Optimization exercise on an open flow, not production practice.
RTL: at most simulated, not proved equivalent.
Function not checked: runs 5 to 7.
Power: default activity.

==> flow/design.v <==
`timescale 1ns/10ps
module frame_dec_top #(
    parameter logic [31:0] SYNC_WORD = 32'h1234_807F,
    parameter int          K_HASHES  = 5
) (
    input  logic        USER_CLK,
    input  logic        SYSTEM_RESET,
    input  logic        cs_i,
    input  logic [31:0] rx_data_i,
    output logic        synched_o,
    output logic        busy_o,
    output logic [7:0]  byte_o,
    output logic        byte_valid_o,
    output logic [31:0] frame_count_o
);
    logic [23:0] prev_q;
    logic        prev_ok_q;   
    logic        hit_q;
    logic [1:0]  off_q;       
    logic        syn_q;
    logic        rdy_q;
    logic [4:0]  cnt_q;
    logic        shift;
    logic [3:0]  m;
    logic [1:0]  m_off;
    logic        release_w;
    assign shift = cs_i & ~rdy_q;
    assign m[0] = prev_ok_q && prev_q[23:0]  == SYNC_WORD[23:0] && rx_data_i[7:0]  == SYNC_WORD[31:24];
    assign m[1] = prev_ok_q && prev_q[23:8]  == SYNC_WORD[15:0] && rx_data_i[15:0] == SYNC_WORD[31:16];
    assign m[2] = prev_ok_q && prev_q[23:16] == SYNC_WORD[7:0]  && rx_data_i[23:0] == SYNC_WORD[31:8];
    assign m[3] = rx_data_i == SYNC_WORD;
    assign m_off = m[0] ? 2'd0 : m[1] ? 2'd1 : m[2] ? 2'd2 : 2'd3;
    always_ff @(posedge USER_CLK)
    begin
        if (cs_i)
            prev_q <= rx_data_i[31:8];
    end
    always_ff @(posedge USER_CLK)
    begin
        if (SYSTEM_RESET)
        begin
            prev_ok_q <= 1'b0;
            hit_q     <= 1'b0;
            syn_q     <= 1'b0;
            rdy_q     <= 1'b0;
            cnt_q     <= '0;
        end
        else if (cs_i)
        begin
            if (rdy_q)
            begin
                if (release_w)
                    rdy_q <= 1'b0;
            end
            else
            begin
                prev_ok_q <= ~syn_q;   
                hit_q     <= ~syn_q & (|m);
                if (syn_q)
                begin
                    cnt_q <= cnt_q + 1'b1;   
                    if (cnt_q == 5'd31)
                    begin
                        syn_q <= 1'b0;
                        rdy_q <= 1'b1;
                    end
                end
                else if (hit_q)
                    syn_q <= 1'b1;
            end
        end
    end
    always_ff @(posedge USER_CLK)
    begin
        if (shift && !syn_q && !hit_q)
            off_q <= m_off;
    end
    logic [31:0] al;      
    logic [30:0] wsel;    
    logic [23:0] kill;    
    logic [23:0] acc_q;
    assign al = {rx_data_i, prev_q} >> {off_q, 3'b000};
    always_comb
    begin
        wsel[0] = ~syn_q;
        for (int n = 1; n < 31; n++)
            wsel[n] = syn_q && (cnt_q == 5'(n - 1));
    end
    assign kill[0] = (wsel[0] & ~al[1]) | (wsel[0] & ~al[2]) | (wsel[0] & ~al[4]) | (wsel[0] & ~al[8]) | (wsel[0] & ~al[16]);
    assign kill[1] = (wsel[1] & ~al[0]) | (wsel[2] & ~al[0]) | (wsel[4] & ~al[1]) | (wsel[8] & ~al[2]) | (wsel[16] & ~al[4]);
    assign kill[2] = (wsel[0] & ~al[9]) | (wsel[0] & ~al[18]) | (wsel[1] & ~al[4]) | (wsel[2] & ~al[8]) | (wsel[4] & ~al[17]);
    assign kill[3] = (wsel[9] & ~al[2]) | (wsel[18] & ~al[4]) | (wsel[4] & ~al[8]) | (wsel[8] & ~al[16]) | (wsel[17] & ~al[0]);
    assign kill[4] = (wsel[2] & ~al[1]) | (wsel[4] & ~al[3]) | (wsel[8] & ~al[6]) | (wsel[16] & ~al[12]) | (wsel[0] & ~al[25]);
    assign kill[5] = (wsel[1] & ~al[18]) | (wsel[3] & ~al[4]) | (wsel[6] & ~al[9]) | (wsel[12] & ~al[19]) | (wsel[25] & ~al[6]);
    assign kill[6] = (wsel[18] & ~al[13]) | (wsel[4] & ~al[26]) | (wsel[9] & ~al[20]) | (wsel[19] & ~al[8]) | (wsel[6] & ~al[16]);
    assign kill[7] = (wsel[13] & ~al[1]) | (wsel[26] & ~al[2]) | (wsel[20] & ~al[4]) | (wsel[8] & ~al[9]) | (wsel[16] & ~al[18]);
    assign kill[8] = (wsel[1] & ~al[5]) | (wsel[2] & ~al[10]) | (wsel[4] & ~al[21]) | (wsel[9] & ~al[10]) | (wsel[18] & ~al[20]);
    assign kill[9] = (wsel[5] & ~al[8]) | (wsel[10] & ~al[16]) | (wsel[21] & ~al[1]) | (wsel[10] & ~al[3]) | (wsel[20] & ~al[7]);
    assign kill[10] = (wsel[8] & ~al[15]) | (wsel[16] & ~al[30]) | (wsel[1] & ~al[29]) | (wsel[3] & ~al[26]) | (wsel[7] & ~al[21]);
    assign kill[11] = (wsel[15] & ~al[11]) | (wsel[30] & ~al[23]) | (wsel[29] & ~al[14]) | (wsel[26] & ~al[29]) | (wsel[21] & ~al[26]);
    assign kill[12] = (wsel[11] & ~al[21]) | (wsel[23] & ~al[11]) | (wsel[14] & ~al[22]) | (wsel[29] & ~al[13]) | (wsel[26] & ~al[27]);
    assign kill[13] = (wsel[21] & ~al[22]) | (wsel[11] & ~al[13]) | (wsel[22] & ~al[27]) | (wsel[13] & ~al[22]) | (wsel[27] & ~al[12]);
    assign kill[14] = (wsel[22] & ~al[24]) | (wsel[13] & ~al[16]) | (wsel[27] & ~al[0]) | (wsel[22] & ~al[0]) | (wsel[12] & ~al[0]);
    assign kill[15] = (wsel[24] & ~al[0]) | (wsel[16] & ~al[1]) | (wsel[0] & ~al[3]) | (wsel[0] & ~al[6]) | (wsel[0] & ~al[12]);
    assign kill[16] = (wsel[0] & ~al[24]) | (wsel[1] & ~al[16]) | (wsel[3] & ~al[0]) | (wsel[6] & ~al[1]) | (wsel[12] & ~al[3]);
    assign kill[17] = (wsel[24] & ~al[6]) | (wsel[16] & ~al[13]) | (wsel[0] & ~al[27]) | (wsel[1] & ~al[22]) | (wsel[3] & ~al[12]);
    assign kill[18] = (wsel[6] & ~al[25]) | (wsel[13] & ~al[19]) | (wsel[27] & ~al[6]) | (wsel[22] & ~al[12]) | (wsel[12] & ~al[24]);
    assign kill[19] = (wsel[25] & ~al[16]) | (wsel[19] & ~al[1]) | (wsel[6] & ~al[2]) | (wsel[12] & ~al[5]) | (wsel[24] & ~al[10]);
    assign kill[20] = (wsel[16] & ~al[21]) | (wsel[1] & ~al[11]) | (wsel[2] & ~al[22]) | (wsel[5] & ~al[13]) | (wsel[10] & ~al[26]);
    assign kill[21] = (wsel[21] & ~al[21]) | (wsel[11] & ~al[11]) | (wsel[22] & ~al[23]) | (wsel[13] & ~al[14]) | (wsel[26] & ~al[28]);
    assign kill[22] = (wsel[21] & ~al[24]) | (wsel[11] & ~al[17]) | (wsel[23] & ~al[3]) | (wsel[14] & ~al[6]) | (wsel[28] & ~al[13]);
    assign kill[23] = (wsel[24] & ~al[27]) | (wsel[17] & ~al[23]) | (wsel[3] & ~al[15]) | (wsel[6] & ~al[31]) | (wsel[13] & ~al[31]);
    always_ff @(posedge USER_CLK)
    begin
        if (shift)
            acc_q <= (syn_q ? acc_q : 24'hFF_FFFF) & ~kill;
    end
    localparam logic [1:0] S_IDLE = 2'd0, S_HASH = 2'd1, S_SRCH = 2'd3, S_DONE = 2'd2;
    logic [1:0]  st_q;
    logic [7:0]  c_q;
    logic [7:0]  tgt_q;
    logic [31:0] count_q;
    logic        code_ok;
    logic        found;
    assign code_ok = acc_q[15:8] == ~acc_q[23:16] &&
                     acc_q[7:0] == {acc_q[16], acc_q[17], acc_q[18], acc_q[19],
                                    acc_q[20], acc_q[21], acc_q[22], acc_q[23]};
    assign found     = (c_q == tgt_q);
    assign release_w = (st_q == S_HASH) && (c_q == 8'hFF);
    always_ff @(posedge USER_CLK)
    begin
        if (SYSTEM_RESET)
        begin
            st_q    <= S_IDLE;
            count_q <= '0;
        end
        else if (cs_i)
        begin
            case (st_q)
                S_IDLE:
                begin
                    if (rdy_q)
                        st_q <= S_HASH;
                end
                S_HASH:
                begin
                    if (c_q == 8'hFF)
                        st_q <= S_SRCH;
                end
                S_SRCH:
                begin
                    if (found)
                    begin
                        st_q    <= S_DONE;
                        count_q <= count_q + 1'b1;
                    end
                end
                default:
                    st_q <= S_IDLE;
            endcase
        end
    end
    always_ff @(posedge USER_CLK)
    begin
        if (cs_i)
        begin
            if (st_q == S_IDLE)
                c_q <= 8'd135;
            else
                c_q <= c_q + 1'b1;
        end
    end
    always_ff @(posedge USER_CLK)
    begin
        if (cs_i && st_q == S_IDLE && rdy_q)
            tgt_q <= code_ok ? acc_q[23:16] : 8'hFF;
    end
    assign synched_o     = syn_q;
    assign busy_o        = (st_q != S_IDLE);
    assign byte_o        = tgt_q;
    assign byte_valid_o  = (st_q == S_DONE);
    assign frame_count_o = count_q;
endmodule
==> flow/run.sh <==
#!/bin/bash
# synth_recipe.tcl (not shown) runs the flow's synth.tcl, then flattens the netlist and writes it again
# the make line also repeats each setting of config.mk as NAME=value (left out here)
make -C /OpenROAD-flow-scripts/flow DESIGN_CONFIG=/design/flow/config.mk WORK_HOME=/design/flow/orfs CLKGATE_MAP_FILE= SYNTH_SCRIPT=/design/flow/synth_recipe.tcl finish
==> flow/config.mk <==
export PLATFORM = sky130hd
export DESIGN_NAME = frame_dec_top
export DESIGN_NICKNAME = frame_dec_top
export VERILOG_FILES = /design/flow/design.v
export SDC_FILE = /design/flow/constraint.sdc
export NUM_CORES = 4
export LEC_CHECK = 0
export CAP_MARGIN = 20
export CORE_MARGIN = 2
export CORE_UTILIZATION = 40
export SLEW_MARGIN = 20
==> flow/constraint.sdc <==
create_clock -name core_clock -period 8.0 [get_ports {USER_CLK}]
set_input_delay 1.6000 -clock core_clock [delete_from_list [all_inputs] [get_ports {USER_CLK}]]
set_output_delay 1.6000 -clock core_clock [all_outputs]
set_load 0.01 [all_outputs]
==> results by group, run 1 <==
Final layout
  • Nets: 768
  • FF/Latch Area: 2843 µm²
  • Layout fillers: 1570
  • ANT cells: 0
  • Layout cells sized above 1: 0.08767
  • Area of the multi-input gates: 3618 µm²
  • Area growth from synthesis to layout: 18.50%

Global routing
  • GRT overflow: 0
  • Pin count of the biggest net entering global routing: 47
  • Initial antenna violation count: 0
  • Vias in the first global route: 5748
  • Total GRT Usage: 0.2491
  • First-pass GRT wire length: 34230 µm

Clocking
  • TritonCTS clock tree: built
  • # hold bufs at CTS: 0
  • Post-CTS Setup Bufs: 0
  • Clk Latency, worst-skew pair: 360 ps
  • Root buf cell: clkbuf_16
  • Clock slew at reported path FFs: 80 ps
  • Htree depth: 3
  • Total clock sinks: 109
  • CTS Buffer Depth: 2
  • Post-CTS sizing: 0
  • CTS buffer count: 9

Synth
  • Syn Nets: 709
  • Ys Warns: 1
  • Most frequent cell after synthesis: edfxtp_1
  • Syn_area_per_cell: 10.07 µm²
  • Top post-synthesis cells by area: edfxtp_1 (30%), dfxtp_1 (13%), mux4_2 (7.7%)
  • Netlist cell types: 60
  • Share of the synthesized area in the top cell type: 0.2955
  • Commonest cells post-synth: edfxtp_1 (66), a21oi_1 (48), nand2_1 (47), nor2_1 (44), dfxtp_1 (43)
  • Share of synthesized registers carrying an async set or reset: 0
  • Synth Instances: 666
  • Top FF cell, synth: edfxtp_1
  • Seq cells post-synth: 109
  • Seq/Total Area, Yosys: 0.4238
  • EDFF count, synth: 66
  • Synth area leader: edfxtp_1
  • Synth Cell Area: 6708 µm²

Timing
  • Rel. slew slack: 0.3213
  • Fin crit share: 0.5012
  • Fin. Hold Viols: 0
  • Period minus WS final: 4009 ps
  • Fin. max-slew vios: 0
  • Max Clock Freq: 0.2494 GHz
  • Final Skew: 7.504 ps
  • RSZ-0062 raised after global routing: false
  • Setup-failing EPs final: 0
  • Setup TNS: 0 ps
  • Actual slew at the worst max-slew pin: 1012 ps
  • Worst Setup Slack, final: 3991 ps

Detailed routing
  • Final wirelength: 21680 µm
  • Wire per inst: 22.82 µm
  • Iteration count of the initial detailed-routing pass: 5
  • Vias/cell: 6.300
  • ANT nets after route: 0
  • First DRT Iteration DRCs: 537
  • Post-route DRC: 0
  • Vias: 5985

Placement
  • Port Buf Inserts: 77
  • Post-DP HPWL: 16000 µm
  • RD Place Congestion: 0.9941
  • Dpl ws: 3159 ps

Flow run
  • Max-cap violation count: 0

Setup path
  • Critical-path top delay cell: or4_1
  • Critical path class: in2reg
  • Worst stage delay on the critical path: 500 ps
  • CP arrival: 4290 ps
  • CP endpoint kind: register
  • Worst endpoint required time: 8280 ps
  • Crit path top cell by count: and3_1
  • Startpoint Class: primary input
  • Crit Path Max Fanout: 38
  • CP Cell Sequence: clkdlybuf4s50_1, buf_4, and3_1, and3_1, nand4_1, buf_6, or4_1, a21oi_1

Pwr
  • PwrDens: 146.4 nW/µm²
  • Flop pwr share: 0.534
  • Peak supply drop: 0.00009856 V
  • Clock Power Share: 0.389
  • Sw frac: 0.2423
  • Logic pwr share: 0.077
  • Cell Int Power: 881.6 µW
  • Static Leak: 2.555 nW
  • Switching pwr: 281.9 µW

Floorplan
  • Num rows: 47
  • Io pins: 78
  • Die height: 133.5 µm
  • Core footprint: 16470 µm²
  • Chip width: 133.5 µm
  • Initial Util: 0.4074
  • Die area: 17820 µm²

Hold path
  • Worst hold path class: reg2reg

Run status
  • Run status: no timing/DRC/antenna violations
==> metrics by stage <==
step / hold slack, ps / area [µm²] / util / total power, mW / std cells
final: 475.0 / 7949 / 0.4828 / 1.164 / 950
after global routing: 485.4 / 7949 / 0.4828 / 1.199 / 950
after CTS: 478.9 / 7938 / 0.4821 / 1.169 / 949
after detailed placement: 468.2 / 7650 / 0.4646 / 0.7213 / 933
after global placement: 462.4 / 7650 / 0.4646 / 0.7214 / 933
after floorplan: 445.7 / 6708 / - / 0.6680 / 666
==> kinds of logic after synthesis <==
logic type	share of synthesized area
and+or+nand+nor	0.2251
AOI/OAI and AO/OA	0.1431
DFF	0.4238
buffers and inverters	0.03675
muxes	0.1302
xor gates and xnor gates	0.02611
adders and majority gates	0.01492
==> flip-flops by register name, indices dropped and copies added, names as in the netlist <==
register,cells
acc_q,24
c_q,8
cnt_q,5
count_q,32
hit_q,1
off_q,2
prev_ok_q,1
prev_q,24
rdy_q,1
st_q,2
syn_q,1
tgt_q,8
==> area by class of cell <==
type,count,area share
multi-input cells,496,0.4552
flip-flops and latches,109,0.3576
repair buffers,85,0.1050
well taps,220,0.03463
clock buffers,11,0.03243
inverters,24,0.01133
clock inverters,5,0.003778
==> cells in the final DEF (no fill, tap or decap), drive strengths merged, types with 12 or more instances in the layout <==
| cell | n |
|---|---|
| o31ai | 21 |
| clkdlybuf4s50 | 77 |
| mux4 | 23 |
| dfxtp | 43 |
| nand3 | 25 |
| o21ai | 16 |
| nor2 | 44 |
| xor2 | 13 |
| inv | 26 |
| mux2i | 22 |
| o22ai | 23 |
| nor3 | 16 |
| or4 | 19 |
| nand4 | 17 |
| edfxtp | 66 |
| mux2 | 12 |
| a21oi | 48 |
| nand2 | 47 |
==> worst max-delay path: cells and delay by family <==
kind                   cells  cell delay (ps)
buffers and inverters      3             1180
and+or+nand+nor            4             1320
AOI/OAI and AO/OA          1              160
==> metal layers <==
| metal | track usage | vias up | share of wire |
|---|---|---|---|
| met4 | 0.09456 | 0 | 0.031 |
| met3 | 0.05632 | 45 | 0.080 |
| li1 | - | 2729 | - |
| met5 | 0 | - | 0 |
| met1 | 0.3376 | 2911 | 0.42 |
| met2 | 0.3909 | 300 | 0.46 |
==> final timing paths <==
kind / startpoint / endpoint / slack (ps) / cells past startpoint
worst min-delay path: hit_q / hit_q / 480 / 2
worst min register to register: hit_q / hit_q / 480 / 2
worst max register to register: count_q[12] / count_q[31] / 5290 / 5
worst max-delay path: cs_i / count_q[18] / 3990 / 8
==> power groups by stage <==
stage	combinational [mW]	clock, mW	sequential [mW]
4_1_cts	0.0877	0.460	0.621
3_5_place_dp	0.0874	0	0.634
2_1_floorplan	0.0408	0	0.627
3_3_place_gp	0.0873	0	0.634
6_report	0.0892	0.453	0.622
5_1_grt	0.0941	0.482	0.623
==> inputs of run 2 (changes only) <==
--- a/flow/design.v
+++ b/flow/design.v
@@ -44,5 +44,4 @@
             syn_q     <= 1'b0;
             rdy_q     <= 1'b0;
-            cnt_q     <= '0;
         end
         else if (cs_i)
@@ -59,5 +58,4 @@
                 if (syn_q)
                 begin
-                    cnt_q <= cnt_q + 1'b1;   
                     if (cnt_q == 5'd31)
                     begin
@@ -71,4 +69,18 @@
         end
     end
+    logic [5:0] ntog;
+    always_comb
+    begin
+        ntog[0] = shift & syn_q;
+        for (int i = 0; i < 5; i++)
+            ntog[i+1] = ntog[i] & cnt_q[i];
+    end
+    always_ff @(posedge USER_CLK)
+    begin
+        if (SYSTEM_RESET)
+            cnt_q <= '0;
+        else
+            cnt_q <= cnt_q ^ ntog[4:0];
+    end
     always_ff @(posedge USER_CLK)
     begin
@@ -83,7 +95,7 @@
     always_comb
     begin
-        wsel[0] = ~syn_q;
+        wsel[0] = shift & ~syn_q;
         for (int n = 1; n < 31; n++)
-            wsel[n] = syn_q && (cnt_q == 5'(n - 1));
+            wsel[n] = shift && syn_q && (cnt_q == 5'(n - 1));
     end
     assign kill[0] = (wsel[0] & ~al[1]) | (wsel[0] & ~al[2]) | (wsel[0] & ~al[4]) | (wsel[0] & ~al[8]) | (wsel[0] & ~al[16]);
@@ -113,6 +125,5 @@
     always_ff @(posedge USER_CLK)
     begin
-        if (shift)
-            acc_q <= (syn_q ? acc_q : 24'hFF_FFFF) & ~kill;
+        acc_q <= (acc_q | {24{shift & ~syn_q}}) & ~kill;
     end
     localparam logic [1:0] S_IDLE = 2'd0, S_HASH = 2'd1, S_SRCH = 2'd3, S_DONE = 2'd2;
@@ -133,5 +144,4 @@
         begin
             st_q    <= S_IDLE;
-            count_q <= '0;
         end
         else if (cs_i)
@@ -151,8 +161,5 @@
                 begin
                     if (found)
-                    begin
-                        st_q    <= S_DONE;
-                        count_q <= count_q + 1'b1;
-                    end
+                        st_q <= S_DONE;
                 end
                 default:
@@ -161,13 +168,30 @@
         end
     end
-    always_ff @(posedge USER_CLK)
-    begin
-        if (cs_i)
-        begin
-            if (st_q == S_IDLE)
-                c_q <= 8'd135;
-            else
-                c_q <= c_q + 1'b1;
-        end
+    logic [32:0] tog;
+    always_comb
+    begin
+        tog[0] = cs_i && st_q == S_SRCH && found;
+        for (int i = 0; i < 32; i++)
+            tog[i+1] = tog[i] & count_q[i];
+    end
+    always_ff @(posedge USER_CLK)
+    begin
+        if (SYSTEM_RESET)
+            count_q <= '0;
+        else
+            count_q <= count_q ^ tog[31:0];
+    end
+    logic [8:0] ctog;
+    logic       c_ld;
+    assign c_ld = cs_i && st_q == S_IDLE;
+    always_comb
+    begin
+        ctog[0] = cs_i && st_q != S_IDLE;
+        for (int i = 0; i < 8; i++)
+            ctog[i+1] = ctog[i] & c_q[i];
+    end
+    always_ff @(posedge USER_CLK)
+    begin
+        c_q <= ((c_q ^ ctog[7:0]) & ~{8{c_ld}}) | ({8{c_ld}} & 8'd135);
     end
     always_ff @(posedge USER_CLK)
--- a/flow/config.mk
+++ b/flow/config.mk
@@ -8,4 +8,8 @@
 export CAP_MARGIN = 20
 export CORE_MARGIN = 2
-export CORE_UTILIZATION = 40
+export CORE_UTILIZATION = 55
+export CTS_BUF_LIST = sky130_fd_sc_hd__clkbuf_8
+export CTS_CLUSTER_DIAMETER = 100
+export CTS_CLUSTER_SIZE = 30
+export PLACE_DENSITY = 0.75
 export SLEW_MARGIN = 20
==> run 2 against run 1 <==
Utilization grew 18 points; register-to-register slack worse by 4200 ps; global-route usage up 3.1 points; non-clock buffer count decreased by 1; critical endpoint is now count_q[31]; largest power group unchanged.
==> results by group, run 2 <==
Run status
  • Run status: no timing/DRC/antenna violations

Final layout
  • Reg with most FFs: count_q
  • Core Util, Final: 0.6588
  • ANT cells: 0
  • Commonest non-fill, non-tap cell in the layout: clkdlybuf4s50_1
  • Largest registers: count_q x32, acc_q x24, prev_q x24
  • Most frequent cells in the layout: clkdlybuf4s50_1 (76), dfxtp_1 (75), nor2b_1 (50), nor2_1 (46), ha_1 (42)
  • Layout Cells excl Fill: 784
  • Layout cells sized above 1: 0.09006
  • Nets: 716
  • Area growth from synthesis to layout: 17.66%
  • Largest register FFs: 32

Detailed routing
  • Post-route DRC: 0
  • ANT nets after route: 0
  • First DRT Iteration DRCs: 433
  • Wire per inst: 20.38 µm
  • Iteration count of the initial detailed-routing pass: 5
  • Vias: 5010
  • Final wirelength: 15970 µm
  • Vias/cell: 6.390

Floorplan
  • Die area: 11840 µm²
  • Initial Util: 0.5599
  • Die height: 108.8 µm
  • Core footprint: 10790 µm²
  • Chip width: 108.8 µm
  • Num rows: 38
  • Io pins: 78

Synth
  • Syn Nets: 645
  • Synth Instances: 568
  • Share of the synthesized area in the top cell type: 0.2484
  • Top post-synthesis cells by area: dfxtp_1 (25%), edfxtp_1 (17%), ha_1 (8.7%)
  • Share of synthesized registers carrying an async set or reset: 0
  • Most frequent cell after synthesis: dfxtp_1
  • EDFF count, synth: 34
  • Commonest cells post-synth: dfxtp_1 (75), nor2b_1 (50), nor2_1 (46), ha_1 (42), edfxtp_1 (34)
  • Seq cells post-synth: 109
  • Seq/Total Area, Yosys: 0.4174
  • Netlist cell types: 65
  • Syn_area_per_cell: 10.64 µm²
  • Ys Warns: 1
  • Synth Cell Area: 6043 µm²
  • Synth area leader: dfxtp_1
  • Top FF cell, synth: dfxtp_1

Placement
  • Inst Count DP: 768
  • RD Place Congestion: 0.9951
  • Post-DP HPWL: 12080 µm
  • Port Buf Inserts: 77

Clocking
  • Total clock sinks: 109
  • Clock slew at reported path FFs: 100 ps
  • CTS buffer count: 9
  • Root buf cell: clkbuf_8
  • TritonCTS clock tree: built
  • Htree depth: 3
  • Clk Latency, worst-skew pair: 400 ps
  • Post-CTS Setup Bufs: 0
  • # hold bufs at CTS: 0
  • CTS Buffer Depth: 2

Timing
  • Max Clock Freq: 0.1325 GHz
  • Fin crit share: 0.9436
  • Setup-failing EPs final: 0
  • Rel. slew slack: 0.4751
  • Period minus WS final: 7548 ps
  • Final Skew: 10.52 ps
  • Fin. Hold Viols: 0
  • Actual slew at the worst max-slew pin: 785.7 ps
  • RSZ-0062 raised after global routing: false
  • Fin. max-slew vios: 0

Setup path
  • CP arrival: 7830 ps
  • CP endpoint kind: register
  • R2r setup slk: 1130 ps
  • Startpoint Class: primary input
  • Critical-path top delay cell: dlymetal6s2s_1
  • FF-to-FF End: count_q[31]
  • Critical path class: in2reg
  • Critical path origin: cs_i
  • Crit path max-delay family: adder cells
  • Worst-case reg-to-reg path depth: 37
  • Crit path top cell by count: ha_1
  • Worst stage delay on the critical path: 190 ps
  • Worst r2r src: tgt_q[0]
  • CP endpoint: count_q[31]
  • Worst Path Buf+Inv: 1
  • CP Depth: 36
  • Crit Path Max Fanout: 2
  • Worst endpoint required time: 8280 ps

Global routing
  • First-pass GRT wire length: 24990 µm
  • GRT overflow: 0
  • Vias in the first global route: 4676
  • Initial antenna violation count: 0
  • Total GRT Usage: 0.2803
  • Pin count of the biggest net entering global routing: 45

Pwr
  • Peak supply drop: 0.0001300 V
  • PwrDens: 142.7 nW/µm²
  • Static Leak: 2.725 nW

Hold path
  • Worst hold path class: reg2reg

Flow run
  • Max-cap violation count: 0
[run 2: cell count changes after synthesis, sizes merged, moves of 16 or more]
| cell | before | now |
|---|---|---|
| edfxtp | 66 | 34 |
| o31ai | 21 | 1 |
| inv | 23 | 7 |
| nand2 | 47 | 31 |
| ha | 8 | 42 |
| nor2b | 10 | 50 |
| or4 | 19 | 3 |
| a21oi | 48 | 20 |
| dfxtp | 43 | 75 |
[run 2: logic make-up (layout without fill, tap and decap cells)]
| logic type | after synthesis | after routing | synth area share |
|---|---|---|---|
| AO/OA/AOI/OAI | 86 | 86 | 0.09669 |
| XOR/XNOR | 11 | 11 | 0.01594 |
| adder cells (fa/ha/maj) | 42 | 42 | 0.08696 |
| buffers and inverters | 31 | 107 | 0.02484 |
| flip-flops | 109 | 109 | 0.4174 |
| multiplexers | 42 | 42 | 0.1186 |
| AND/OR/NAND/NOR | 247 | 247 | 0.2395 |
[run 2: cell type report]
cell class,count,area (µm²)
Fill cell,851,3682
Timing Repair Buffer,84,825.8
Sequential cell,109,2522
Clock buffer,10,137.6
Clock inverter,6,46.29
Tap cell,140,175.2
Multi-Input combinational cell,428,3377
Inverter,7,26.28
[run 2: worst min-delay path, cell delays in order (launching register included)]
cell and delay, ps:
dfxtp_1 330, nand2_1 60, a21oi_1 50
[run 2: power by group]
part | switching [mW] | internal (mW) | total, mW | leakage (nW)
Clock | 0.203 | 0.125 | 0.329 | 0.100
Sequential | 0.0123 | 0.583 | 0.595 | 0.901
Combinational | 0.0488 | 0.0414 | 0.0902 | 1.72
[run 2: worst min-delay path by stage]
| stage | start | endpoint | slack [ps] | cells past startpoint |
|---|---|---|---|---|
| finish | prev_ok_q | prev_ok_q | 480 | 2 |
| global placement | acc_q[15] | acc_q[15] | 450 | 2 |
| global route | prev_ok_q | prev_ok_q | 500 | 2 |
| floorplan | prev_ok_q | prev_ok_q | 430 | 2 |
| detailed placement | prev_ok_q | prev_ok_q | 470 | 2 |
| CTS | acc_q[15] | acc_q[15] | 480 | 2 |
[run 2: through the flow]
step / total power [mW] / TNS [ps] / hold WS, ps / setup slack (ps) / area, µm²
6_report: 1.014 / 0 / 480.5 / 451.6 / 7111
5_1_grt: 1.043 / 0 / 503.0 / 43.30 / 7111
4_1_cts: 1.013 / 0 / 479.1 / 37.10 / 7102
3_5_place_dp: 0.6954 / -863.1 / 466.0 / -352.4 / 6918
3_3_place_gp: 0.6948 / -457.9 / 452.2 / -217.8 / 6918
2_1_floorplan: 0.6472 / 0 / 429.0 / 490.7 / 6043
[run 2: repair_timing]
action	4_1_cts	5_1_grt
hold endpoints to repair	0	0
resized for setup	0	1
setup endpoints to repair	0	3
[run 2: metal layers]
| layer | GRT usage | share of wire | vias up | wire, µm |
|---|---|---|---|---|
| met4 | 0.1346 | 0.036 | 0 | 568 |
| met1 | 0.3657 | 0.40 | 2353 | 6423 |
| li1 | - | - | 2327 | - |
| met2 | 0.4393 | 0.46 | 280 | 7394 |
| met3 | 0.06754 | 0.099 | 50 | 1588 |
| met5 | 0 | 0 | - | 0 |
==> inputs of run 3 (changes only) <==
==> flow/flow/run.sh (new file) <==
#!/bin/bash
# Standard layout with two changes: the smallest buffer cell on the port
# buffers, and a clock tree of clkbuf_16 leaves without dummy loads
set -euo pipefail
export BUFFER_PORTS_ARGS="-buffer_cell sky130_fd_sc_hd__buf_1"
export CTS_ARGS="-sink_clustering_enable -repair_clock_nets -dont_use_dummy_load -buf_list sky130_fd_sc_hd__clkbuf_16 -sink_clustering_size 40 -sink_clustering_max_diameter 300"
bash standard.sh > flow_standard.log 2>&1
==> flow/standard.sh (new file) <==
#!/bin/bash
# synth_recipe.tcl (not shown) runs the flow's synth.tcl, then flattens the netlist and writes it again
# the make line also repeats each setting of config.mk as NAME=value (left out here)
make -C /OpenROAD-flow-scripts/flow DESIGN_CONFIG=/design/flow/config.mk WORK_HOME=/design/flow/orfs CLKGATE_MAP_FILE= SYNTH_SCRIPT=/design/flow/synth_recipe.tcl "${@:-finish}"
==> flow/config.mk (replaced) <==
export PLATFORM = sky130hd
export DESIGN_NAME = frame_dec_top
export DESIGN_NICKNAME = frame_dec_top
export VERILOG_FILES = /design/flow/design.v
export SDC_FILE = /design/flow/constraint.sdc
export NUM_CORES = 4
export LEC_CHECK = 0
export CAP_MARGIN = 0
export CORE_MARGIN = 2
export CORE_UTILIZATION = 45
export PLACE_DENSITY = 0.65
export SLEW_MARGIN = 0
removed: flow/run.sh
==> run 3 against run 2 <==
Wire length rose by 3.1%; area after synthesis did not move; first-iteration DRC count down 19%; maximum frequency increased by 0.28%; final cell count increased by 3.3%; setup slack improved by 21 ps; critical path depth is 1 lower; register-to-register slack improved by 20 ps; clock power increased by 16%; synthesized cell count did not move; utilization fell by 15 points.
==> results by group, run 3 <==
Setup path
  • FF-to-FF End: count_q[30]
  • CP endpoint kind: register
  • Worst-case reg-to-reg path depth: 36
  • Startpoint Class: primary input
  • Crit Path Max Fanout: 2
  • Critical path class: in2reg
  • CP arrival: 7740 ps
  • Worst r2r src: tgt_q[5]
  • Crit path top cell by count: ha_1
  • Worst stage delay on the critical path: 260 ps
  • Critical-path top delay cell: ha_1
  • Worst endpoint required time: 8210 ps
  • R2r setup slk: 1150 ps

Global routing
  • Total GRT Usage: 0.2364
  • GRT overflow: 0
  • Vias in the first global route: 4715
  • First-pass GRT wire length: 26050 µm
  • Initial antenna violation count: 0
  • Pin count of the biggest net entering global routing: 45

Placement
  • Dpl ws: 92.03 ps
  • Post-DP HPWL: 12590 µm
  • RD Place Congestion: 0.9601
  • Port Buf Inserts: 77

Floorplan
  • Die height: 119.9 µm
  • Num rows: 42
  • Die area: 14370 µm²
  • Core footprint: 13190 µm²
  • Initial Util: 0.4582
  • Io pins: 78
  • Chip width: 119.9 µm

Pwr
  • Static Leak: 2.521 nW
  • Logic pwr share: 0.075
  • PwrDens: 157.8 nW/µm²
  • Flop pwr share: 0.564
  • Peak supply drop: 0.00009265 V
  • Clock Power Share: 0.360
  • Switching pwr: 243.4 µW
  • Cell Int Power: 812.4 µW
  • Sw frac: 0.2306

Synth
  • Syn Nets: 645
  • Ys Warns: 1
  • Synth area leader: dfxtp_1
  • Share of the synthesized area in the top cell type: 0.2484
  • Seq cells post-synth: 109
  • EDFF count, synth: 34
  • Share of synthesized registers carrying an async set or reset: 0
  • Commonest cells post-synth: dfxtp_1 (75), nor2b_1 (50), nor2_1 (46), ha_1 (42), edfxtp_1 (34)
  • Most frequent cell after synthesis: dfxtp_1
  • Top post-synthesis cells by area: dfxtp_1 (25%), edfxtp_1 (17%), ha_1 (8.7%)
  • Top FF cell, synth: dfxtp_1
  • Seq/Total Area, Yosys: 0.4174
  • Netlist cell types: 65
  • Synth Instances: 568
  • Syn_area_per_cell: 10.64 µm²
  • Synth Cell Area: 6043 µm²

Hold path
  • HP Start: acc_q[15]
  • Hold depth: 2
  • Endpoint, Worst Hold: acc_q[15]
  • Worst hold path class: reg2reg

Timing
  • Max Clock Freq: 0.1329 GHz
  • Fin. Hold Viols: 0
  • Worst Setup Slack, final: 472.8 ps
  • Actual slew at the worst max-slew pin: 1150 ps
  • Fin crit share: 0.9409
  • Period minus WS final: 7527 ps
  • Setup TNS: 0 ps
  • Final Skew: 15.80 ps
  • RSZ-0062 raised after global routing: false
  • Setup-failing EPs final: 0
  • Fin. max-slew vios: 0
  • Rel. slew slack: 0.2259

Detailed routing
  • Vias/cell: 6.206
  • Final wirelength: 16470 µm
  • Vias: 5027
  • First DRT Iteration DRCs: 351
  • Iteration count of the initial detailed-routing pass: 5
  • Post-route DRC: 0
  • Wire per inst: 20.33 µm
  • ANT nets after route: 0

Final layout
  • Core Util, Final: 0.5074
  • Largest register FFs: 32
  • Nets: 713
  • Largest registers: count_q x32, acc_q x24, prev_q x24
  • Layout fillers: 1204
  • Reg with most FFs: count_q
  • Most frequent cells in the layout: dfxtp_1 (75), buf_1 (75), nor2b_1 (50), nor2_1 (46), ha_1 (42)
  • Area growth from synthesis to layout: 10.75%
  • Layout cells sized above 1: 0.08044
  • ANT cells: 0

Clocking
  • TritonCTS clock tree: built
  • Htree depth: 3
  • Post-CTS Setup Bufs: 0
  • Root buf cell: clkbuf_16
  • CTS buffer count: 9
  • Total clock sinks: 109
  • CTS Buffer Depth: 2
  • Post-CTS sizing: 0
  • # hold bufs at CTS: 0
  • Clk Latency, worst-skew pair: 360 ps
  • Clock slew at reported path FFs: 60 ps

Run status
  • Run status: no timing/DRC/antenna violations

Flow run
  • Max-cap violation count: 0
-- run 3: worst max-delay path by stage --
stage / start / to / slack [ps]
2_1_floorplan: cs_i / count_q[30] / 490
3_3_place_gp: cs_i / count_q[31] / 180
3_5_place_dp: cs_i / count_q[31] / 90
4_1_cts: cs_i / count_q[30] / 410
5_1_grt: cs_i / count_q[31] / 80
6_report: cs_i / count_q[30] / 470
-- run 3: per-stage QoR --
stage	total power [mW]	hold slack [ps]	area, µm²	instances
after floorplan	0.6472	429.0	6043	568
after global placement	0.6842	454.2	6467	801
after detailed placement	0.6853	457.1	6467	801
after CTS	1.064	466.7	6693	810
after global routing	1.092	490.8	6693	810
final	1.056	470.6	6693	810
-- run 3: cell families after synthesis --
| group | Yosys count | synth area share |
|---|---|---|
| AOI/OAI and AO/OA | 86 | 0.09669 |
| and+or+nand+nor | 247 | 0.2395 |
| xor gates and xnor gates | 11 | 0.01594 |
| buffers and inverters | 31 | 0.02484 |
| DFF | 109 | 0.4174 |
| adders and majority gates | 42 | 0.08696 |
| muxes | 42 | 0.1186 |
-- run 3: routing by layer --
metal  wire (µm)  global-route usage
met5           0                   0
met1        7134              0.3167
met2        7620              0.3696
met4         578              0.1125
met3        1136             0.04515
-- run 3: power by group through the flow --
stage	sequential, mW	combinational, mW	clock (mW)
floorplan	0.603	0.0446	0
global placement	0.607	0.0772	0
detailed placement	0.607	0.0778	0
CTS	0.595	0.0780	0.390
global route	0.597	0.0839	0.411
finish	0.596	0.0795	0.380
-- run 3: final cells by class --
type,instances,area [µm²],area share
multi-input combinational,428,3377,0.5046
sequential,109,2522,0.3769
timing repair buffer,81,321.6,0.04805
clock buffer,9,225.2,0.03365
tap,176,220.2,0.03290
inverter,7,26.28,0.003926
-- run 3: critical path, delay by kind of cell --
family,cells,cell delay (ps)
fa+ha+maj,31,5730
simple gates,3,280
buf+inv,1,150
==> inputs of run 4 (changes only) <==
==> flow/flow/run.sh (replaced) <==
#!/bin/bash
# Standard layout with two changes: the smallest buffer cell on the port
# buffers, and a clock tree of a few clkbuf_8 cells without dummy loads
set -euo pipefail
export BUFFER_PORTS_ARGS="-buffer_cell sky130_fd_sc_hd__buf_1"
export CTS_ARGS="-sink_clustering_enable -repair_clock_nets -dont_use_dummy_load -buf_list sky130_fd_sc_hd__clkbuf_8 -sink_clustering_size 30 -sink_clustering_max_diameter 100"
bash standard.sh > flow_standard.log 2>&1
--- a/flow/config.mk
+++ b/flow/config.mk
@@ -6,7 +6,7 @@
 export NUM_CORES = 4
 export LEC_CHECK = 0
-export CAP_MARGIN = 0
+export CAP_MARGIN = 20
 export CORE_MARGIN = 2
-export CORE_UTILIZATION = 45
-export PLACE_DENSITY = 0.65
-export SLEW_MARGIN = 0
+export CORE_UTILIZATION = 55
+export PLACE_DENSITY = 0.75
+export SLEW_MARGIN = 20
==> run 4 against run 3 <==
Cell area decreased by 1.8%; setup slack lost 28 ps; wire length about the same; register-to-register slack lost 50 ps; clock-buffer cell count did not move; critical endpoint unchanged; clock power shrank 28%; global-route usage grew 5.7 points.
==> results by group, run 4 <==
Timing
  • Fin crit share: 0.9444
  • Setup TNS: 0 ps
  • Actual slew at the worst max-slew pin: 905.3 ps
  • Max Clock Freq: 0.1324 GHz
  • Fin. max-slew vios: 0
  • Period minus WS final: 7555 ps
  • Setup-failing EPs final: 0
  • Final Skew: 20.90 ps
  • Rel. slew slack: 0.3878
  • Fin. Hold Viols: 0
  • RSZ-0062 raised after global routing: false
  • Worst Setup Slack, final: 445.2 ps

Setup path
  • CP endpoint kind: register
  • Worst endpoint required time: 8250 ps
  • R2r setup slk: 1100 ps
  • Startpoint Class: primary input
  • Critical-path top delay cell: ha_1
  • Worst-case reg-to-reg path depth: 36
  • Critical path class: in2reg
  • FF-to-FF End: count_q[30]
  • Worst r2r src: tgt_q[5]
  • CP arrival: 7800 ps
  • Crit path top cell by count: ha_1
  • Crit Path Max Fanout: 2
  • Worst stage delay on the critical path: 260 ps

Synth
  • Commonest cells post-synth: dfxtp_1 (75), nor2b_1 (50), nor2_1 (46), ha_1 (42), edfxtp_1 (34)
  • Share of the synthesized area in the top cell type: 0.2484
  • Simple-gate share of the synthesized area: 0.2395
  • Top post-synthesis cells by area: dfxtp_1 (25%), edfxtp_1 (17%), ha_1 (8.7%)
  • Syn_area_per_cell: 10.64 µm²
  • EDFF count, synth: 34
  • Ys Warns: 1
  • Synth Instances: 568
  • Seq cells post-synth: 109
  • Seq/Total Area, Yosys: 0.4174
  • Synth Cell Area: 6043 µm²
  • Compound-gate portion of the synthesized area: 0.09669
  • Synth Area in Adders: 0.08696
  • Syn Nets: 645
  • Post-synthesis mux area share: 0.1186
  • Netlist cell types: 65
  • Synth area leader: dfxtp_1
  • XOR/XNOR share of the synthesized area: 0.01594
  • Most frequent cell after synthesis: dfxtp_1
  • Top FF cell, synth: dfxtp_1
  • Combinational family with the most area after synthesis: simple AND/OR/NAND/NOR gates
  • Share of synthesized registers carrying an async set or reset: 0

Global routing
  • Total GRT Usage: 0.2932
  • Vias in the first global route: 4744
  • GRT overflow: 0
  • First-pass GRT wire length: 25860 µm
  • Pin count of the biggest net entering global routing: 45
  • Initial antenna violation count: 0

Pwr
  • Cell Int Power: 714.8 µW
  • Peak supply drop: 0.0001551 V
  • Logic pwr share: 0.084
  • Static Leak: 2.492 nW
  • Flop pwr share: 0.629
  • Sw frac: 0.2457
  • Clock Power Share: 0.288
  • PwrDens: 144.1 nW/µm²
  • Final Total Pwr: 947.6 µW
  • Switching pwr: 232.8 µW

Floorplan
  • Io pins: 78
  • Core footprint: 10790 µm²
  • Die area: 11840 µm²
  • Die height: 108.8 µm
  • Num rows: 38
  • Chip width: 108.8 µm
  • Initial Util: 0.5599

Final layout
  • Most frequent cells in the layout: dfxtp_1 (75), buf_1 (75), nor2b_1 (50), nor2_1 (46), ha_1 (42)
  • ANT cells: 0
  • Reg with most FFs: count_q
  • Area growth from synthesis to layout: 8.799%
  • Largest registers: count_q x32, acc_q x24, prev_q x24
  • Largest register FFs: 32
  • Nets: 716
  • Layout cells sized above 1: 0.08634

Clocking
  • Post-CTS Setup Bufs: 0
  • CTS buffer count: 9
  • Clk Latency, worst-skew pair: 380 ps
  • Root buf cell: clkbuf_8
  • Htree depth: 3
  • # hold bufs at CTS: 0
  • CTS Buffer Depth: 2
  • Clock slew at reported path FFs: 100 ps
  • Post-CTS sizing: 0
  • TritonCTS clock tree: built
  • Total clock sinks: 109

Placement
  • RD Place Congestion: 0.9596
  • Dpl ws: 78.19 ps
  • Port Buf Inserts: 77
  • Post-DP HPWL: 12580 µm

Detailed routing
  • ANT nets after route: 0
  • Post-route DRC: 0
  • Vias: 4893
  • Final wirelength: 16470 µm
  • Wire per inst: 21.19 µm
  • First DRT Iteration DRCs: 328
  • Vias/cell: 6.297
  • Iteration count of the initial detailed-routing pass: 5

Hold path
  • HP Start: acc_q[15]
  • Endpoint, Worst Hold: acc_q[15]
  • Worst hold path class: reg2reg
  • Hold depth: 2

Flow run
  • Max-cap violation count: 0

Run status
  • Run status: no timing/DRC/antenna violations
==> run 4: cell families (layout without fill, tap and decap cells) <==
| kind of cell | after synthesis | count (layout) |
|---|---|---|
| flip-flops | 109 | 109 |
| XOR/XNOR | 11 | 11 |
| AND/OR/NAND/NOR | 247 | 247 |
| multiplexers | 42 | 42 |
| buffers and inverters | 31 | 100 |
| AO/OA/AOI/OAI | 86 | 86 |
| adder cells (fa/ha/maj) | 42 | 42 |
==> run 4: worst max-delay path by stage <==
stage	depth (start not counted)	start	end
floorplan	35	cs_i	count_q[30]
global placement	36	cs_i	count_q[31]
detailed placement	35	cs_i	count_q[30]
CTS	35	cs_i	count_q[30]
global route	36	cs_i	count_q[31]
finish	35	cs_i	count_q[30]
==> run 4: final cells by class <==
| cell class | instances | area [µm²] |
|---|---|---|
| multi-input cells | 428 | 3383 |
| inverters | 7 | 26.28 |
| repair buffers | 84 | 344.1 |
| flip-flops and latches | 109 | 2522 |
| clock buffers | 9 | 123.9 |
| fillers | 941 | 4218 |
| well taps | 140 | 175.2 |
==> run 4: power groups by stage <==
stage / registers [mW] / logic [mW] / clock network (mW)
floorplan: 0.603 / 0.0446 / 0
global placement: 0.607 / 0.0764 / 0
detailed placement: 0.608 / 0.0770 / 0
CTS: 0.595 / 0.0772 / 0.278
global route: 0.597 / 0.0840 / 0.296
finish: 0.596 / 0.0791 / 0.273
==> run 4: worst max-delay path: cells and delay by family <==
family | cells | cell delay [ps]
adders and majority gates | 31 | 5790
and+or+nand+nor | 3 | 270
buffers and inverters | 1 | 150
==> run 4: routing by layer <==
layer / vias up / GRT usage / wire (µm)
met1: 2314 / 0.4012 / 7112
li1: 2328 / - / -
met2: 217 / 0.4670 / 7792
met4: 0 / 0.1181 / 476
met3: 34 / 0.04603 / 1083
met5: - / 0 / 0
==> run 4: stage by stage <==
| stage | cells | utilization | hold slack, ps | area (µm²) |
|---|---|---|---|---|
| 6_report | 777 | 0.6092 | 478.4 | 6575 |
| 3_3_place_gp | 768 | 0.5971 | 458.6 | 6445 |
| 5_1_grt | 777 | 0.6092 | 510.6 | 6575 |
| 2_1_floorplan | 568 | - | 429.0 | 6043 |
| 4_1_cts | 777 | 0.6086 | 478.2 | 6569 |
| 3_5_place_dp | 768 | 0.5971 | 464.7 | 6445 |
==> inputs of run 5 (changes only) <==
--- a/flow/design.v
+++ b/flow/design.v
@@ -137,6 +137,6 @@
                      acc_q[7:0] == {acc_q[16], acc_q[17], acc_q[18], acc_q[19],
                                     acc_q[20], acc_q[21], acc_q[22], acc_q[23]};
-    assign found     = (c_q == tgt_q);
-    assign release_w = (st_q == S_HASH) && (c_q == 8'hFF);
+    assign found     = (c_q == 8'd0);
+    assign release_w = (st_q == S_HASH) && found;
     always_ff @(posedge USER_CLK)
     begin
@@ -155,5 +155,5 @@
                 S_HASH:
                 begin
-                    if (c_q == 8'hFF)
+                    if (found)
                         st_q <= S_SRCH;
                 end
@@ -184,14 +184,21 @@
     logic [8:0] ctog;
     logic       c_ld;
-    assign c_ld = cs_i && st_q == S_IDLE;
+    logic       c_ldt;
+    assign c_ld  = cs_i && st_q == S_IDLE;
+    assign c_ldt = cs_i && st_q == S_HASH && found;
     always_comb
     begin
         ctog[0] = cs_i && st_q != S_IDLE;
         for (int i = 0; i < 8; i++)
-            ctog[i+1] = ctog[i] & c_q[i];
-    end
-    always_ff @(posedge USER_CLK)
-    begin
-        c_q <= ((c_q ^ ctog[7:0]) & ~{8{c_ld}}) | ({8{c_ld}} & 8'd135);
+            ctog[i+1] = ctog[i] & ~c_q[i];
+    end
+    always_ff @(posedge USER_CLK)
+    begin
+        if (c_ld)
+            c_q <= 8'd120;
+        else if (c_ldt)
+            c_q <= tgt_q;
+        else
+            c_q <= c_q ^ ctog[7:0];
     end
     always_ff @(posedge USER_CLK)
==> run 5 against run 4 <==
Synthesized cell count is 0.70% lower; combinational power down 5.7%; register-to-register slack better by 310 ps; sequential power is essentially flat; clock skew grew 21 ps; critical path depth stayed put; first-iteration DRC count increased by 54%; global-route usage rose by 0.23 points; largest power group unchanged.
==> results by group, run 5 <==
Clocking
  • Htree depth: 3
  • CTS buffer count: 9
  • Clock slew at reported path FFs: 100 ps
  • Post-CTS Setup Bufs: 0
  • Post-CTS sizing: 0
  • Clk Latency, worst-skew pair: 400 ps
  • TritonCTS clock tree: built
  • # hold bufs at CTS: 0
  • CTS Buffer Depth: 2
  • Total clock sinks: 109
  • Root buf cell: clkbuf_8

Detailed routing
  • DR top layer: met4
  • Post-route DRC: 0
  • WL met3: 1342 µm
  • Met2 wire len: 8191 µm
  • Iteration count of the initial detailed-routing pass: 5
  • First DRT Iteration DRCs: 504
  • Wire per inst: 21.76 µm
  • M1 WL: 6632 µm
  • Vias: 5051
  • Vias/cell: 6.603
  • Final wirelength: 16650 µm
  • ANT nets after route: 0

Timing
  • RSZ-0062 raised after global routing: false
  • Actual slew at the worst max-slew pin: 864.9 ps
  • Setup TNS: 0 ps
  • Fin crit share: 0.9489
  • Max Clock Freq: 0.1317 GHz
  • Setup-failing EPs final: 0
  • Final Skew: 41.55 ps
  • Worst Setup Slack, final: 408.8 ps
  • Fin. Hold Viols: 0
  • Period minus WS final: 7591 ps
  • Rel. slew slack: 0.4234
  • Fin. max-slew vios: 0

Global routing
  • Pin count of the biggest net entering global routing: 45
  • First-pass GRT wire length: 25780 µm
  • Initial antenna violation count: 0
  • Total GRT Usage: 0.2955
  • GRT overflow: 0
  • Vias in the first global route: 4712

Synth
  • Simple-gate share of the synthesized area: 0.2333
  • Share of the synthesized area in the top cell type: 0.2509
  • Top FF cell, synth: dfxtp_1
  • Synth Instances: 564
  • XOR/XNOR share of the synthesized area: 0.004391
  • Combinational family with the most area after synthesis: simple AND/OR/NAND/NOR gates
  • Seq cells post-synth: 109
  • Syn Nets: 641
  • Most frequent cell after synthesis: dfxtp_1
  • Ys Warns: 1
  • Syn_area_per_cell: 10.61 µm²
  • Post-synthesis mux area share: 0.1238
  • Seq/Total Area, Yosys: 0.4215
  • Synth Cell Area: 5984 µm²
  • Netlist cell types: 53
  • Synth area leader: dfxtp_1
  • Top post-synthesis cells by area: dfxtp_1 (25%), edfxtp_1 (17%), mux4_2 (9.0%)
  • Synth Area in Adders: 0.08781
  • Share of synthesized registers carrying an async set or reset: 0
  • Commonest cells post-synth: dfxtp_1 (75), nor2_1 (46), nor2b_1 (45), ha_1 (42), o22ai_1 (38)
  • EDFF count, synth: 34
  • Compound-gate portion of the synthesized area: 0.09868

Setup path
  • Crit path top cell by count: ha_1
  • Crit Path Max Fanout: 2
  • Critical path class: in2reg
  • Worst endpoint required time: 8250 ps
  • Worst stage delay on the critical path: 260 ps
  • Critical-path top delay cell: ha_1
  • CP arrival: 7850 ps
  • CP endpoint kind: register
  • Startpoint Class: primary input

Final layout
  • Layout fillers: 915
  • Reg with most FFs: count_q
  • Nets: 704
  • Layout Cells excl Fill: 765
  • ANT cells: 0
  • Layout cells sized above 1: 0.08000
  • Most frequent cells in the layout: buf_1 (76), dfxtp_1 (75), nor2_1 (46), nor2b_1 (45), ha_1 (42)
  • Largest register FFs: 32
  • Core Util, Final: 0.6027
  • Largest registers: count_q x32, acc_q x24, prev_q x24
  • Post-route design area: 6476 µm²
  • Area growth from synthesis to layout: 8.217%
  • Commonest non-fill, non-tap cell in the layout: buf_1

Pwr
  • PwrDens: 145.5 nW/µm²
  • Peak supply drop: 0.00009712 V
  • Static Leak: 2.461 nW

Placement
  • Dpl ws: -24.01 ps
  • Cell Area, Placed: 6346 µm²
  • Inst Count DP: 756
  • Port Buf Inserts: 77
  • Post-DP HPWL: 12530 µm
  • RD Place Congestion: 1.015

Flow run
  • Max-cap violation count: 0

Floorplan
  • Initial Util: 0.5569
  • Die area: 11730 µm²
  • Core footprint: 10750 µm²
  • Num rows: 38
  • Chip width: 108.3 µm
  • Io pins: 78
  • Die height: 108.3 µm

Hold path
  • Worst hold path class: reg2reg

Run status
  • Run status: no timing/DRC/antenna violations
-- run 5: cell types whose count changed after synthesis, moves of 5 or more --
cell / before / now
nor2b_1: 50 / 45
o21ai_0: 4 / 11
o32ai_1: 3 / 9
mux4_2: 18 / 24
nand2_1: 31 / 20
nor3_1: 12 / 18
nand3_1: 16 / 21
inv_1: 6 / 11
buf_2: 3 / 10
nand4b_1: 9 / 3
xor2_1: 8 / 0
o22ai_1: 28 / 38
mux2i_1: 15 / 8
-- run 5: cells by family after synthesis --
| family | Yosys count |
|---|---|
| XOR/XNOR | 3 |
| AND/OR/NAND/NOR | 238 |
| adder cells (fa/ha/maj) | 42 |
| flip-flops | 109 |
| buffers and inverters | 41 |
| multiplexers | 40 |
| AO/OA/AOI/OAI | 91 |
-- run 5: stage by stage --
| stage | hold slack [ps] | total power [mW] |
|---|---|---|
| 6_report | 482.3 | 0.9424 |
| 5_1_grt | 505.0 | 0.9747 |
| 4_1_cts | 480.8 | 0.9442 |
| 3_5_place_dp | 470.8 | 0.6803 |
| 3_3_place_gp | 464.2 | 0.6799 |
| 2_1_floorplan | 440.5 | 0.6438 |
-- run 5: final timing paths --
path,startpoint,end,slack (ps),cells past startpoint
worst max-delay path,cs_i,count_q[30],410,35
worst min register to register,acc_q[0],acc_q[0],480,2
worst max register to register,c_q[2],count_q[30],1410,35
worst min-delay path,acc_q[0],acc_q[0],480,2
-- run 5: critical path: cells and delay by family --
kind          cells  cell delay [ps]
fa+ha+maj        31             5760
simple gates      3              340
buf+inv           1              170
-- run 5: per-layer routing --
layer	track usage	vias up
met2	0.4906	304
met3	0.05184	38
met5	0	-
met1	0.3821	2420
li1	-	2289
met4	0.1255	0
-- run 5: where the power goes --
part / leakage (nW) / internal [mW] / switching, mW
clock network: 0.0647 / 0.102 / 0.170
registers: 0.900 / 0.583 / 0.0131
logic: 1.50 / 0.0286 / 0.0460
-- run 5: layout make-up --
class	count	area, µm²	share of cell area
timing repair buffer	82	327.8	0.05062
inverter	11	41.29	0.006376
clock buffer	9	123.9	0.01913
tap	140	175.2	0.02705
multi-input combinational	414	3286	0.5073
sequential	109	2522	0.3895
==> inputs of run 6 (changes only) <==
==> flow/flow/run.sh (replaced) <==
#!/bin/bash
# Standard layout with two changes: the smallest buffer cell on the port
# buffers, and a clock tree of small buffers without dummy loads
set -euo pipefail
export BUFFER_PORTS_ARGS="-buffer_cell sky130_fd_sc_hd__buf_1"
export CTS_ARGS="-sink_clustering_enable -repair_clock_nets -dont_use_dummy_load -root_buf sky130_fd_sc_hd__clkbuf_8 -buf_list sky130_fd_sc_hd__clkbuf_4"
bash standard.sh > flow_standard.log 2>&1
--- a/flow/config.mk
+++ b/flow/config.mk
@@ -6,7 +6,7 @@
 export NUM_CORES = 4
 export LEC_CHECK = 0
-export CAP_MARGIN = 20
+export CAP_MARGIN = 0
 export CORE_MARGIN = 2
-export CORE_UTILIZATION = 55
-export PLACE_DENSITY = 0.75
-export SLEW_MARGIN = 20
+export CORE_UTILIZATION = 50
+export PLACE_DENSITY = 0.7
+export SLEW_MARGIN = 0
==> run 6 against run 5 <==
Still clean; critical path depth rose by 1; area after synthesis did not move; utilization fell by 4.3 points; clock-buffer cell count did not move; sequential power barely moved; via count fell by 1.6%; die area rose by 9.6%; sequential cell count did not move; hold slack improved by 4.2 ps; wire length rose by 1.4%; critical path type unchanged; critical endpoint is now count_q[31].
==> results by group, run 6 <==
Run status
  • Run status: no timing/DRC/antenna violations

Synth
  • Synth Instances: 564
  • Top FF cell, synth: dfxtp_1
  • Seq cells post-synth: 109
  • Seq/Total Area, Yosys: 0.4215
  • EDFF count, synth: 34
  • Synth Cell Area: 5984 µm²
  • Commonest cells post-synth: dfxtp_1 (75), nor2_1 (46), nor2b_1 (45), ha_1 (42), o22ai_1 (38)
  • Syn Nets: 641
  • Share of synthesized registers carrying an async set or reset: 0
  • Synth area leader: dfxtp_1
  • Netlist cell types: 53
  • Share of the synthesized area in the top cell type: 0.2509
  • Ys Warns: 1
  • Most frequent cell after synthesis: dfxtp_1
  • Syn_area_per_cell: 10.61 µm²
  • Top post-synthesis cells by area: dfxtp_1 (25%), edfxtp_1 (17%), mux4_2 (9.0%)

Hold path
  • Worst hold path class: reg2reg

Floorplan
  • Core footprint: 11560 µm²
  • Io pins: 78
  • Num rows: 39
  • Initial Util: 0.5175
  • Die area: 12860 µm²
  • Die height: 113.4 µm
  • Chip width: 113.4 µm

Timing
  • Actual slew at the worst max-slew pin: 1179 ps
  • Max Clock Freq: 0.1325 GHz
  • RSZ-0062 raised after global routing: false
  • Period minus WS final: 7549 ps
  • Final Skew: 27.84 ps
  • Setup TNS: 0 ps
  • Fin crit share: 0.9436
  • Setup-failing EPs final: 0
  • Rel. slew slack: 0.2069
  • Fin. Hold Viols: 0
  • Worst Setup Slack, final: 451.2 ps
  • Fin. max-slew vios: 0

Setup path
  • Critical path class: in2reg
  • Critical-path top delay cell: ha_1
  • Crit path max-delay family: adder cells
  • Crit path top cell by count: ha_1
  • Worst endpoint required time: 8260 ps
  • Worst Path Buf+Inv: 1
  • CP arrival: 7810 ps
  • Worst stage delay on the critical path: 190 ps
  • CP endpoint kind: register
  • Crit Path Max Fanout: 4
  • Startpoint Class: primary input

Final layout
  • Largest register FFs: 32
  • Layout cells sized above 1: 0.07853
  • Area growth from synthesis to layout: 8.070%
  • Nets: 703
  • ANT cells: 0
  • Most frequent cells in the layout: dfxtp_1 (75), buf_1 (75), nor2_1 (46), nor2b_1 (45), ha_1 (42)
  • Reg with most FFs: count_q
  • Largest registers: count_q x32, acc_q x24, prev_q x24
  • Layout Cells excl Fill: 767

Placement
  • Port Buf Inserts: 77
  • Dpl ws: 7.343 ps
  • RD Place Congestion: 0.9661
  • Post-DP HPWL: 12800 µm
  • Inst Count DP: 758

Detailed routing
  • Final wirelength: 16880 µm
  • Iteration count of the initial detailed-routing pass: 5
  • Wire per inst: 22.00 µm
  • First DRT Iteration DRCs: 422
  • Vias: 4968
  • Post-route DRC: 0
  • ANT nets after route: 0
  • Vias/cell: 6.477

Global routing
  • Pin count of the biggest net entering global routing: 45
  • First-pass GRT wire length: 26380 µm
  • Total GRT Usage: 0.2692
  • Initial antenna violation count: 0
  • Vias in the first global route: 4791
  • GRT overflow: 0

Pwr
  • Cell Int Power: 713.2 µW
  • Peak supply drop: 0.0001145 V
  • Flop pwr share: 0.628
  • Switching pwr: 235.9 µW
  • Sw frac: 0.2485
  • Static Leak: 2.459 nW
  • Clock Power Share: 0.292
  • PwrDens: 146.7 nW/µm²
  • Logic pwr share: 0.079

Clocking
  • Root buf cell: clkbuf_8
  • Post-CTS Setup Bufs: 0
  • Clock slew at reported path FFs: 100 ps
  • TritonCTS clock tree: built
  • CTS Buffer Depth: 2
  • # hold bufs at CTS: 0
  • Total clock sinks: 109
  • CTS buffer count: 9
  • Post-CTS sizing: 0
  • Htree depth: 3
  • Clk Latency, worst-skew pair: 390 ps

Flow run
  • Max-cap violation count: 0
## run 6: kinds of logic after synthesis
group | count (synthesis) | synth area share
and+or+nand+nor | 238 | 0.2333
muxes | 40 | 0.1238
adders and majority gates | 42 | 0.08781
buffers and inverters | 41 | 0.03052
DFF | 109 | 0.4215
AOI/OAI and AO/OA | 91 | 0.09868
xor gates and xnor gates | 3 | 0.004391
## run 6: area by class of cell
cell class                      count  area (µm²)
Fill cell                         996        5097
Multi-Input combinational cell    414        3279
Sequential cell                   109        2522
Timing Repair Buffer               81       321.6
Tap cell                          143       178.9
Clock buffer                        9       123.9
Inverter                           11       41.29
## run 6: through the flow
stage | power, mW | cell area [µm²] | hold slack [ps] | utilization
after floorplan | 0.6438 | 5984 | 440.5 | -
after global placement | 0.6810 | 6344 | 458.3 | 0.5485
after detailed placement | 0.6814 | 6344 | 471.5 | 0.5485
after CTS | 0.9493 | 6467 | 485.2 | 0.5592
after global routing | 0.9809 | 6467 | 521.9 | 0.5592
final | 0.9491 | 6467 | 486.6 | 0.5592
## run 6: worst reg2reg max path: cells and delay by family, from the launching register on
kind,cells,cell delay [ps]
adders and majority gates,31,5650
and+or+nand+nor,4,370
DFF,1,350
xor gates and xnor gates,1,160
## run 6: power groups by stage
stage / combinational (mW) / sequential (mW) / clock [mW]
finish: 0.0753 / 0.596 / 0.277
global route: 0.0795 / 0.598 / 0.304
CTS: 0.0730 / 0.596 / 0.280
detailed placement: 0.0729 / 0.608 / 0
global placement: 0.0724 / 0.609 / 0
floorplan: 0.0416 / 0.602 / 0
## run 6: worst paths after layout
path / start / slack (ps) / cells after the start / end
worst min register to register: acc_q[15] / 490 / 2 / acc_q[15]
worst min-delay path: acc_q[15] / 490 / 2 / acc_q[15]
worst max register to register: c_q[4] / 1380 / 36 / count_q[31]
worst max-delay path: cs_i / 450 / 36 / count_q[31]
## run 6: per-layer routing
| metal | global-route usage | part of all wire | up-vias | wire length [µm] |
|---|---|---|---|---|
| li1 | - | - | 2286 | - |
| met1 | 0.3700 | 0.43 | 2422 | 7265 |
| met2 | 0.4307 | 0.47 | 229 | 7851 |
| met3 | 0.05207 | 0.080 | 31 | 1346 |
| met4 | 0.09106 | 0.024 | 0 | 412 |
| met5 | 0 | 0 | - | 0 |
==> inputs of run 7 (changes only) <==
==> flow/flow/run.sh (replaced) <==
#!/bin/bash
# The standard layout with three changes:
#  - synthesis is the standard flow's own script, except that ABC maps the logic with
#    flow/abc_map.script, an area-oriented script (the registers come from
#    dfflibmap before ABC runs, so they are the standard synthesis's)
#  - the port buffers use the smallest buffer cell
#  - the clock tree uses small buffers and no dummy loads
set -euo pipefail
W=$PWD
{
    echo 'proc synth {args} { yosys synth -nofsm -noshare {*}$args }'
    echo "proc abc {args} { set i [lsearch -exact \$args -script]; if {\$i >= 0} { lset args [expr {\$i + 1}] $W/flow/abc_map.script }; yosys abc {*}\$args }"
    tail -n +2 "$W/synth_recipe.tcl"
} > "$W/own_synth.tcl"
sed "s#SYNTH_SCRIPT=[^ ]*#SYNTH_SCRIPT=$W/own_synth.tcl#" "$W/standard.sh" > "$W/own_standard.sh"
grep -q "SYNTH_SCRIPT=$W/own_synth.tcl" "$W/own_standard.sh"
export BUFFER_PORTS_ARGS="-buffer_cell sky130_fd_sc_hd__buf_1"
export CTS_ARGS="-sink_clustering_enable -repair_clock_nets -dont_use_dummy_load -root_buf sky130_fd_sc_hd__clkbuf_8 -buf_list sky130_fd_sc_hd__clkbuf_4"
bash "$W/own_standard.sh" > "$W/flow_standard.log" 2>&1
==> flow/flow/abc_map.script (new file) <==
strash
&get -n
&st
&syn3
&dch -f
&put
amap -F 2 -A 8 -m
topo
dnsize -c
==> run 7 against run 6 <==
Global-route usage up 1.1 points; critical path type unchanged; maximum frequency decreased by 0.22%; critical path depth increased by 1; highest routed layer unchanged; first-iteration DRC count up 30%; combinational power fell by 11%; register-to-register slack got worse by 80 ps; total power decreased by 1.9%.
==> results by group, run 7 <==
Setup path
  • CP endpoint kind: register
  • Crit path top cell by count: ha_1
  • Worst r2r src: c_q[2]
  • Worst endpoint required time: 8250 ps
  • Crit Path Max Fanout: 2
  • CP arrival: 7810 ps
  • Critical path origin: cs_i
  • Startpoint Class: primary input
  • Worst stage delay on the critical path: 260 ps
  • Critical-path top delay cell: ha_1
  • Critical path class: in2reg

Pwr
  • Cell Int Power: 703.9 µW
  • Logic pwr share: 0.072
  • PwrDens: 153.5 nW/µm²
  • Static Leak: 2.187 nW
  • Flop pwr share: 0.640
  • Peak supply drop: 0.00008989 V
  • Clock Power Share: 0.288
  • Sw frac: 0.2436
  • Switching pwr: 226.7 µW

Synth
  • Synth area leader: dfxtp_1
  • Synth Instances: 561
  • Share of the synthesized area in the top cell type: 0.2764
  • XOR/XNOR share of the synthesized area: 0
  • Compound-gate portion of the synthesized area: 0.2052
  • Share of synthesized registers carrying an async set or reset: 0
  • Commonest cells post-synth: o22ai_1 (101), dfxtp_1 (75), clkinv_1 (43), ha_1 (42), nor2_1 (40)
  • EDFF count, synth: 34
  • Synth Area in Adders: 0.09673
  • Syn_area_per_cell: 9.684 µm²
  • Syn Nets: 638
  • Seq/Total Area, Yosys: 0.4643
  • Top FF cell, synth: dfxtp_1
  • Synth Cell Area: 5433 µm²
  • Netlist cell types: 39
  • Post-synthesis mux area share: 0
  • Ys Warns: 1
  • Seq cells post-synth: 109
  • Combinational family with the most area after synthesis: compound AO/OA/AOI/OAI gates
  • Top post-synthesis cells by area: dfxtp_1 (28%), edfxtp_1 (19%), o22ai_1 (12%)
  • Most frequent cell after synthesis: o22ai_1
  • Simple-gate share of the synthesized area: 0.2041

Timing
  • Period minus WS final: 7565 ps
  • Setup-failing EPs final: 0
  • Worst Setup Slack, final: 434.8 ps
  • Fin crit share: 0.9456
  • Max Clock Freq: 0.1322 GHz
  • Rel. slew slack: 0.3497
  • Final Skew: 29.30 ps
  • Fin. Hold Viols: 0
  • RSZ-0062 raised after global routing: false
  • Actual slew at the worst max-slew pin: 975.4 ps
  • Fin. max-slew vios: 0

Floorplan
  • Die area: 11710 µm²
  • Num rows: 38
  • Chip width: 108.2 µm
  • Io pins: 78
  • Initial Util: 0.5078
  • Die height: 108.2 µm
  • Core footprint: 10700 µm²

Final layout
  • Commonest non-fill, non-tap cell in the layout: o22ai_1
  • Reg with most FFs: count_q
  • Nets: 731
  • Post-route design area: 6063 µm²
  • Largest register FFs: 32
  • Area growth from synthesis to layout: 11.61%
  • Most frequent cells in the layout: o22ai_1 (101), dfxtp_1 (75), buf_1 (75), clkinv_1 (42), ha_1 (42)
  • Layout cells sized above 1: 0.02761
  • Largest registers: count_q x32, acc_q x24, prev_q x24
  • ANT cells: 0

Global routing
  • GRT overflow: 0
  • Vias in the first global route: 4841
  • Pin count of the biggest net entering global routing: 44
  • First-pass GRT wire length: 25090 µm
  • Total GRT Usage: 0.2803
  • Initial antenna violation count: 0

Detailed routing
  • First DRT Iteration DRCs: 549
  • Post-route DRC: 0
  • ANT nets after route: 0
  • Final wirelength: 16060 µm
  • Vias/cell: 6.470
  • Wire per inst: 20.27 µm
  • Vias: 5124
  • Iteration count of the initial detailed-routing pass: 5

Clocking
  • # hold bufs at CTS: 0
  • Total clock sinks: 109
  • Clk Latency, worst-skew pair: 390 ps
  • CTS Buffer Depth: 2
  • CTS buffer count: 9
  • TritonCTS clock tree: built
  • Root buf cell: clkbuf_8
  • Htree depth: 3
  • Clock slew at reported path FFs: 100 ps

Hold path
  • HP Start: acc_q[14]
  • Worst hold path class: reg2reg

Placement
  • Cell Area, Placed: 5938 µm²
  • Post-DP HPWL: 12120 µm
  • Dpl ws: -45.04 ps
  • Port Buf Inserts: 77
  • RD Place Congestion: 1.001

Run status
  • Run status: no timing/DRC/antenna violations

Flow run
  • Max-cap violation count: 0
## run 7: cell count changes in the layout (fill, tap and decap cells not counted), sizes merged, moves of 10 or more
cell,delta
a22oi,+17
clkinv,+42
inv,-10
mux4,-26
nand3,-16
nor3,+13
nor3b,-11
o22ai,+63
or3,+27
## run 7: path summary, 6_finish.rpt
path / slack, ps / end / cells after the start
hold reg to reg: 470 / acc_q[14] / 2
hold / removal: 470 / acc_q[14] / 2
setup reg to reg: 1300 / count_q[30] / 37
setup / recovery: 430 / count_q[30] / 37
## run 7: final cells by class
type,count,area [µm²]
fill,995,4634
inverter,43,161.4
multi-input combinational,409,2751
sequential,109,2522
tap,140,175.2
timing repair buffer,82,329.1
clock buffer,9,123.9
## run 7: cell families (layout without fill, tap and decap cells)
logic type	Yosys count	in the layout
adders and majority gates	42	42
AOI/OAI and AO/OA	166	166
and+or+nand+nor	201	201
buffers and inverters	43	134
DFF	109	109
## run 7: layer usage
| metal | vias up | part of all wire | track usage |
|---|---|---|---|
| li1 | 2399 | - | - |
| met4 | 0 | 0.046 | 0.1520 |
| met3 | 61 | 0.084 | 0.05304 |
| met2 | 283 | 0.45 | 0.4367 |
| met5 | - | 0 | 0 |
| met1 | 2381 | 0.42 | 0.3688 |
## run 7: power by group through the flow
stage	clock, mW	combinational [mW]	sequential, mW
2_1_floorplan	0	0.0306	0.602
3_3_place_gp	0	0.0647	0.607
5_1_grt	0.295	0.0705	0.597
3_5_place_dp	0	0.0647	0.607
4_1_cts	0.274	0.0650	0.595
6_report	0.268	0.0669	0.595
## run 7: repair_timing
action	4_1_cts	5_1_grt
resized for setup	0	2
buffers inserted	0	0
endpoints found under the setup margin	0	2
## run 7: through the flow
step                      total power [mW]  hold slack [ps]  utilization  TNS [ps]  instances
after global placement              0.6719            455.6       0.5551         0        783
final                               0.9306            472.0       0.5668         0        792
after global routing                0.9617            507.1       0.5668         0        792
after detailed placement            0.6720            462.4       0.5551    -87.49        783
after floorplan                     0.6328            441.7            -         0        561
after CTS                           0.9333            475.3       0.5667         0        792
## run 7: critical path: cells and delay by family
kind / cells / cell delay (ps)
fa+ha+maj: 31 / 5710
simple gates: 3 / 230
buf+inv: 3 / 260
